Background: an optimization exercise with open tools, aiming at small area, a short achievable clock period and few clock cycles per item. Do not read the settings as production practice.
In this exercise RTL edits were held to simulation tests only and were not proved equivalent to the original.
No activity file was given, so power comes from the tool's default toggle rates.

try-umber:
==> flow/design.v <==
package mul256_pkg;
  localparam int OP_W   = 260;
  localparam int PROD_W = 520;
  localparam int ADDR_W = 6;
endpackage
module mul256_op_seq #(
  parameter int TIMEOUT = 1023
) (
  input  logic              clk,
  input  logic              rst,
  input  logic              cmd_valid,
  output logic              cmd_ready,
  input  logic [mul256_pkg::ADDR_W-1:0] cmd_a,
  input  logic [mul256_pkg::ADDR_W-1:0] cmd_b,
  input  logic [mul256_pkg::ADDR_W-1:0] cmd_dst,
  output logic              busy,
  output logic              done,
  output logic              err,
  output logic              op_read,
  output logic [mul256_pkg::ADDR_W-1:0] op_raddr,
  input  logic [mul256_pkg::OP_W-1:0]   op_rdata,
  output logic              op_write,
  output logic [mul256_pkg::ADDR_W-1:0] op_waddr,
  output logic [mul256_pkg::OP_W-1:0]   op_wdata,
  input  logic              op_wready,
  output logic              mul_start,
  output logic [mul256_pkg::OP_W-1:0]   mul_a,
  output logic [mul256_pkg::OP_W-1:0]   mul_b,
  input  logic              mul_done,
  input  logic [mul256_pkg::PROD_W-1:0] mul_p
);
  localparam int OW    = mul256_pkg::OP_W;
  localparam int AW    = mul256_pkg::ADDR_W;
  localparam int CNT_W = $clog2(TIMEOUT + 1);
  logic            jw_q, jw_n;    
  logic            jl_q, jl_n;    
  logic            jh_q, jh_n;    
  logic            jx_q, jx_n;    
  logic [AW-1:0]   jdst_q, jdst_n, jdst1_q, jdst1_n;
  logic [CNT_W-1:0] cnt_q, cnt_n;
  logic            nv_q, nv_n;
  logic [AW-1:0]   na_q, na_n, nb_q, nb_n, ndst_q, ndst_n;
  logic            pa_q, pa_n;    
  logic            ra_q, ra_n;    
  logic            rb_q, rb_n;    
  logic            fa_i_q, fb_i_q;   
  logic            fa_w_q;           
  logic            fa_h_q;           
  logic            fb_h_q;           
  logic            fhw_q;            
  logic            fd_q;             
  logic            fs_i_q, fs_h_q;   
  logic            tmo_q;            
  logic            busy_q;
  logic [AW-1:0]   raddr_q, waddr_q;
  logic [OW-1:0]   ra_reg, rh_reg;
  localparam int NSL = 38;
  localparam int SLW = (OW + NSL - 1) / NSL;
  logic [NSL-1:0]  selw_q, sell_q;
  logic            accept, start, w_done, lo_stall, hi_ok;
  logic            need_a, have_a, hzw, hzh, hzbh, fa_h_n, fb_h_n;
  assign w_done    = jw_q && mul_done;
  assign lo_stall  = w_done && !op_wready;
  assign hi_ok     = fd_q && op_wready;                
  assign start     = fs_i_q || (fs_h_q && op_wready);
  assign cmd_ready = !nv_q || start;
  assign accept    = cmd_valid && cmd_ready;
  assign done      = hi_ok;
  assign err       = tmo_q && !mul_done;
  assign busy      = busy_q;
  assign mul_start = start;
  assign op_write  = w_done || jl_q || (fhw_q && !(fb_h_q && op_wready));
  assign op_read   = fa_i_q || fb_i_q || (fa_w_q && !mul_done) || fa_h_q ||
                     (fb_h_q && op_wready);
  assign op_raddr  = raddr_q;
  assign op_waddr  = waddr_q;
  for (genvar g = 0; g < NSL; g++) begin : g_wd
    mul256_op_seq_bit u_selw (.clk(clk), .d(!rst && jw_n), .q(selw_q[g]));
    mul256_op_seq_bit u_sell (.clk(clk), .d(!rst && jl_n), .q(sell_q[g]));
    for (genvar i = g * SLW; i < (g + 1) * SLW && i < OW; i++) begin : g_bit
      assign op_wdata[i] = selw_q[g] ? mul_p[i] : (sell_q[g] ? ra_reg[i] : rh_reg[i]);
    end
  end
  assign mul_a     = ra_reg;
  assign mul_b     = op_rdata;
  always_comb begin
    jw_n = (jw_q && !mul_done && !tmo_q) || start;
    jl_n = (jl_q || w_done) && !op_wready;
    jh_n = (jh_q && !hi_ok) || ((jl_q || w_done) && op_wready);
    jx_n = fhw_q && !op_wready;
    jdst_n  = start ? ndst_q : jdst_q;
    jdst1_n = start ? ndst_q + AW'(1) : jdst1_q;
    cnt_n   = start ? '0 : (jw_q ? cnt_q + CNT_W'(1) : cnt_q);
    nv_n   = (nv_q && !start) || accept;
    na_n   = accept ? cmd_a   : na_q;
    nb_n   = accept ? cmd_b   : nb_q;
    ndst_n = accept ? cmd_dst : ndst_q;
    pa_n   = !start && !lo_stall && (pa_q || ra_q);
    ra_n   = fa_i_q || (fa_w_q && !mul_done) || fa_h_q;
    rb_n   = fb_i_q || (fb_h_q && op_wready);
    need_a = nv_n && !pa_n && !ra_n;
    have_a = nv_n && (pa_n || ra_n);
    hzw    = (na_n == jdst_n) || (na_n == jdst1_n);
    hzh    = (na_n == jdst1_n);
    hzbh   = (nb_n == jdst1_n);
    fa_h_n = jh_n && !jx_n && need_a && !hzh;
    fb_h_n = jh_n && !jx_n && !(need_a && !hzh) && have_a && !rb_n && !hzbh;
  end
  always_ff @(posedge clk) begin
    if (rst) begin
      jw_q   <= 1'b0;
      jl_q   <= 1'b0;
      jh_q   <= 1'b0;
      jx_q   <= 1'b0;
      nv_q   <= 1'b0;
      pa_q   <= 1'b0;
      ra_q   <= 1'b0;
      rb_q   <= 1'b0;
      fa_i_q <= 1'b0;
      fb_i_q <= 1'b0;
      fa_w_q <= 1'b0;
      fa_h_q <= 1'b0;
      fb_h_q <= 1'b0;
      fhw_q  <= 1'b0;
      fd_q   <= 1'b0;
      fs_i_q <= 1'b0;
      fs_h_q <= 1'b0;
      tmo_q  <= 1'b0;
      busy_q <= 1'b0;
    end else begin
      jw_q   <= jw_n;
      jl_q   <= jl_n;
      jh_q   <= jh_n;
      jx_q   <= jx_n;
      nv_q   <= nv_n;
      pa_q   <= pa_n;
      ra_q   <= ra_n;
      rb_q   <= rb_n;
      fa_i_q <= !(jw_n || jl_n || jh_n) && need_a;
      fb_i_q <= !(jw_n || jl_n || jh_n) && have_a && !rb_n;
      fa_w_q <= jw_n && need_a && !hzw;
      fa_h_q <= fa_h_n;
      fb_h_q <= fb_h_n;
      fhw_q  <= jh_n && !fa_h_n;
      fd_q   <= jh_n && !fa_h_n && !fb_h_n;
      fs_i_q <= !(jw_n || jl_n || jh_n) && nv_n && pa_n && rb_n;
      fs_h_q <= jh_n && nv_n && pa_n && rb_n;
      tmo_q  <= jw_n && !start && (cnt_n == CNT_W'(TIMEOUT));
      busy_q <= nv_n || jw_n || jl_n || jh_n;
    end
  end
  always_ff @(posedge clk) begin
    jdst_q  <= jdst_n;
    jdst1_q <= jdst1_n;
    cnt_q   <= cnt_n;
    na_q    <= na_n;
    nb_q    <= nb_n;
    ndst_q  <= ndst_n;
    raddr_q <= (fb_h_n || (!(jw_n || jl_n || jh_n) && have_a)) ? nb_n : na_n;
    waddr_q <= jh_n ? jdst1_n : jdst_n;
  end
  always_ff @(posedge clk) begin
    if (lo_stall)  ra_reg <= mul_p[OW-1:0];
    else if (ra_q) ra_reg <= op_rdata;
  end
  always_ff @(posedge clk) begin
    if (jw_q) rh_reg <= mul_p[2*OW-1:OW];
  end
endmodule
module mul256_op_seq_bit (
  input  logic clk,
  input  logic d,
  output logic q
);
  always_ff @(posedge clk) q <= d;
endmodule
clock: 4.5 ns
lec_check: 0
cap_margin: 20
core_area: 10 10 590 590
die_area: 0 0 600 600
place_density: 0.8
setup_slack_margin: 2.0
slew_margin: 20
synth_hierarchical: 1
synth_minimum_keep_size: 0
standard.sh (not shown) runs the stock make flow with config.mk's settings and CLKGATE_MAP_FILE= SYNTH_SCRIPT=/design/flow/synth_recipe.tcl, a recipe that flattens the netlist after the stock synthesis.
==> flow/flow/run.sh <==
#!/bin/bash
# Standard layout, except that
#  - the port buffers are the smallest buffer cell instead of the
#    clock-delay cell buffer_ports picks by default;
#  - each bit's data pins are placed next to each other (flow/pins.tcl).
#  - clock tree synthesis adds no dummy loads.
set -euo pipefail
export BUFFER_PORTS_ARGS="-buffer_cell sky130_fd_sc_hd__buf_1"
export PRE_IO_PLACEMENT_TCL="$PWD/flow/pins.tcl"
export CTS_ARGS="-sink_clustering_enable -repair_clock_nets -dont_use_dummy_load -sink_clustering_size 30 -sink_clustering_max_diameter 80"
bash standard.sh > standard_flow.log 2>&1
==> flow/flow/pins.tcl <==
for {set i 0} {$i < 260} {incr i} {
  set hi [expr {$i + 260}]
  set_io_pin_constraint -group -order -pin_names [list \
    "mul_b\[$i\]" "op_rdata\[$i\]" "mul_a\[$i\]" \
    "mul_p\[$i\]" "op_wdata\[$i\]" "mul_p\[$hi\]"]
}
Testbench counts of try-umber, summed over its fixed seeds: cycles 13,465, items 1,600.
The following lists how try-violet was set up differently from try-umber:
# try-umber
export LEC_CHECK = 0
export CAP_MARGIN = 20
export CORE_AREA = 10 10 590 590
export DIE_AREA = 0 0 600 600
export PLACE_DENSITY = 0.8
export SETUP_SLACK_MARGIN = 2.0
export SLEW_MARGIN = 20
export SYNTH_HIERARCHICAL = 1
export SYNTH_MINIMUM_KEEP_SIZE = 0
create_clock -name core_clock -period 4.5 [get_ports {clk}]
# try-violet
export LEC_CHECK = 0
export CAP_MARGIN = 20
export CORE_AREA = 10 10 590 590
export DIE_AREA = 0 0 600 600
export SETUP_SLACK_MARGIN = 2.4
export SLEW_MARGIN = 20
export SYNTH_HIERARCHICAL = 1
export SYNTH_MINIMUM_KEEP_SIZE = 0
create_clock -name core_clock -period 4.5 [get_ports {clk}]
diff --git a/flow/flow/run.sh b/flow/flow/run.sh
--- a/flow/flow/run.sh
+++ b/flow/flow/run.sh
@@ -6 +5,0 @@
-#  - clock tree synthesis adds no dummy loads.
@@ -10 +8,0 @@
-export CTS_ARGS="-sink_clustering_enable -repair_clock_nets -dont_use_dummy_load -sink_clustering_size 30 -sink_clustering_max_diameter 80"
## What came out
try-violet vs try-umber, start point of the critical path: g_wd[22].u_sell.q$_DFF_P_ vs op_wready
Of try-violet and try-umber, try-umber shows the lower final period utilization, with try-violet above it.
Looking at power per cell area, try-violet sits above try-umber.
For the total number of nets in the final design, try-violet came in 2.0% higher than try-umber did.
diff inputs: try-violet => try-tundra
# try-violet
export LEC_CHECK = 0
export CAP_MARGIN = 20
export CORE_AREA = 10 10 590 590
export DIE_AREA = 0 0 600 600
export SETUP_SLACK_MARGIN = 2.4
export SLEW_MARGIN = 20
export SYNTH_HIERARCHICAL = 1
export SYNTH_MINIMUM_KEEP_SIZE = 0
create_clock -name core_clock -period 4.5 [get_ports {clk}]
# try-tundra
export LEC_CHECK = 0
export CAP_MARGIN = 20
export CORE_AREA = 10 10 590 590
export DIE_AREA = 0 0 600 600
export PLACE_DENSITY = 0.8
export SETUP_SLACK_MARGIN = 2.0
export SLEW_MARGIN = 20
export SYNTH_HIERARCHICAL = 1
export SYNTH_MINIMUM_KEEP_SIZE = 0
create_clock -name core_clock -period 4.5 [get_ports {clk}]
diff --git a/flow/flow/run.sh b/flow/flow/run.sh
--- a/flow/flow/run.sh
+++ b/flow/flow/run.sh
@@ -5,0 +6 @@
+#  - clock tree synthesis adds no dummy loads.
@@ -8,0 +10 @@
+export CTS_ARGS="-sink_clustering_enable -repair_clock_nets -dont_use_dummy_load -sink_clustering_size 20 -sink_clustering_max_diameter 60 -sink_clustering_levels 2"
==> run summary <==
Data-path buffer share of cell area in the final layout: higher on try-violet
The area growth from synthesis to layout reported for try-tundra is smaller than that of try-violet by 8.1 points.
met1 routed wirelength after detailed routing shrinks by more than 10% when moving from try-violet to try-tundra.
diff inputs: try-tundra => try-sierra
# try-tundra
export LEC_CHECK = 0
export CAP_MARGIN = 20
export CORE_AREA = 10 10 590 590
export DIE_AREA = 0 0 600 600
export PLACE_DENSITY = 0.8
export SETUP_SLACK_MARGIN = 2.0
export SLEW_MARGIN = 20
export SYNTH_HIERARCHICAL = 1
export SYNTH_MINIMUM_KEEP_SIZE = 0
create_clock -name core_clock -period 4.5 [get_ports {clk}]
# try-sierra
export LEC_CHECK = 0
export CAP_MARGIN = 20
export CORE_AREA = 10 10 590 590
export DIE_AREA = 0 0 600 600
export PLACE_DENSITY = 0.7
export SETUP_SLACK_MARGIN = 2.1
export SLEW_MARGIN = 20
export SYNTH_HIERARCHICAL = 1
export SYNTH_MINIMUM_KEEP_SIZE = 0
create_clock -name core_clock -period 4.5 [get_ports {clk}]
diff --git a/flow/flow/run.sh b/flow/flow/run.sh
--- a/flow/flow/run.sh
+++ b/flow/flow/run.sh
@@ -10 +10 @@
-export CTS_ARGS="-sink_clustering_enable -repair_clock_nets -dont_use_dummy_load -sink_clustering_size 20 -sink_clustering_max_diameter 60 -sink_clustering_levels 2"
+export CTS_ARGS="-sink_clustering_enable -repair_clock_nets -dont_use_dummy_load -sink_clustering_size 20 -sink_clustering_max_diameter 60"
### Flow results
On share of the core filled with cells in the final layout, try-tundra tracks try-sierra almost exactly. Number of standard cells after synthesis came out exactly the same in try-tundra and try-sierra. Worst hold slack across try-tundra and try-sierra: no real change. After detailed routing, try-tundra needs more wire than try-sierra.
Input changes introduced in try-pepper (baseline for comparison: try-sierra):
# try-sierra
export LEC_CHECK = 0
export CAP_MARGIN = 20
export CORE_AREA = 10 10 590 590
export DIE_AREA = 0 0 600 600
export PLACE_DENSITY = 0.7
export SETUP_SLACK_MARGIN = 2.1
export SLEW_MARGIN = 20
export SYNTH_HIERARCHICAL = 1
export SYNTH_MINIMUM_KEEP_SIZE = 0
create_clock -name core_clock -period 4.5 [get_ports {clk}]
# try-pepper
export LEC_CHECK = 0
export CAP_MARGIN = 20
export CORE_AREA = 10 10 590 590
export DIE_AREA = 0 0 600 600
export SETUP_SLACK_MARGIN = 2.0
export SLEW_MARGIN = 20
export SYNTH_HIERARCHICAL = 1
export SYNTH_MINIMUM_KEEP_SIZE = 0
create_clock -name core_clock -period 4.5 [get_ports {clk}]
diff --git a/flow/flow/run.sh b/flow/flow/run.sh
--- a/flow/flow/run.sh
+++ b/flow/flow/run.sh
@@ -6 +5,0 @@
-#  - clock tree synthesis adds no dummy loads.
@@ -10 +8,0 @@
-export CTS_ARGS="-sink_clustering_enable -repair_clock_nets -dont_use_dummy_load -sink_clustering_size 20 -sink_clustering_max_diameter 60"
Results
- [compare] base=try-sierra new=try-pepper: combinational cell fraction of total power fell 2.3 points, cell count rose about 1%, non-clock buffer count fell about 0.6%, via density per instance fell 1.4%.

==> port drivers added, routing unchanged <==
In the flow no input, the clock included, has a driving cell. The finished layouts below were timed again as built, in two steps.
Step 1, drivers: a clkbuf_16 drives clk and a buf_2 each remaining input, both assumed.
Step 2, shift: input delay + t, output delay - t, t = (earliest + latest rising clock arrival at the registers) / 2. This alone moves slack from input paths to output paths.
Slacks: ideal ports / drivers / drivers and shift; pairs: ideal ports / drivers.
run	t, ns	setup slack, ns	clock arrival spread, ns
try-umber	0.745	1.848 / 1.729 / 1.134	0.082 / 0.082
try-violet	0.841	1.814 / 1.721 / 1.240	0.045 / 0.045
try-tundra	0.785	1.869 / 1.673 / 1.231	0.104 / 0.104
try-sierra	0.779	1.868 / 1.777 / 1.251	0.112 / 0.111
try-pepper	0.841	1.826 / 1.734 / 1.243	0.043 / 0.044
After both steps every run listed still meets setup and hold. For try-umber, which loses most, drivers alone change the setup slack by -0.119 ns; drivers and shift together by -0.714 ns.
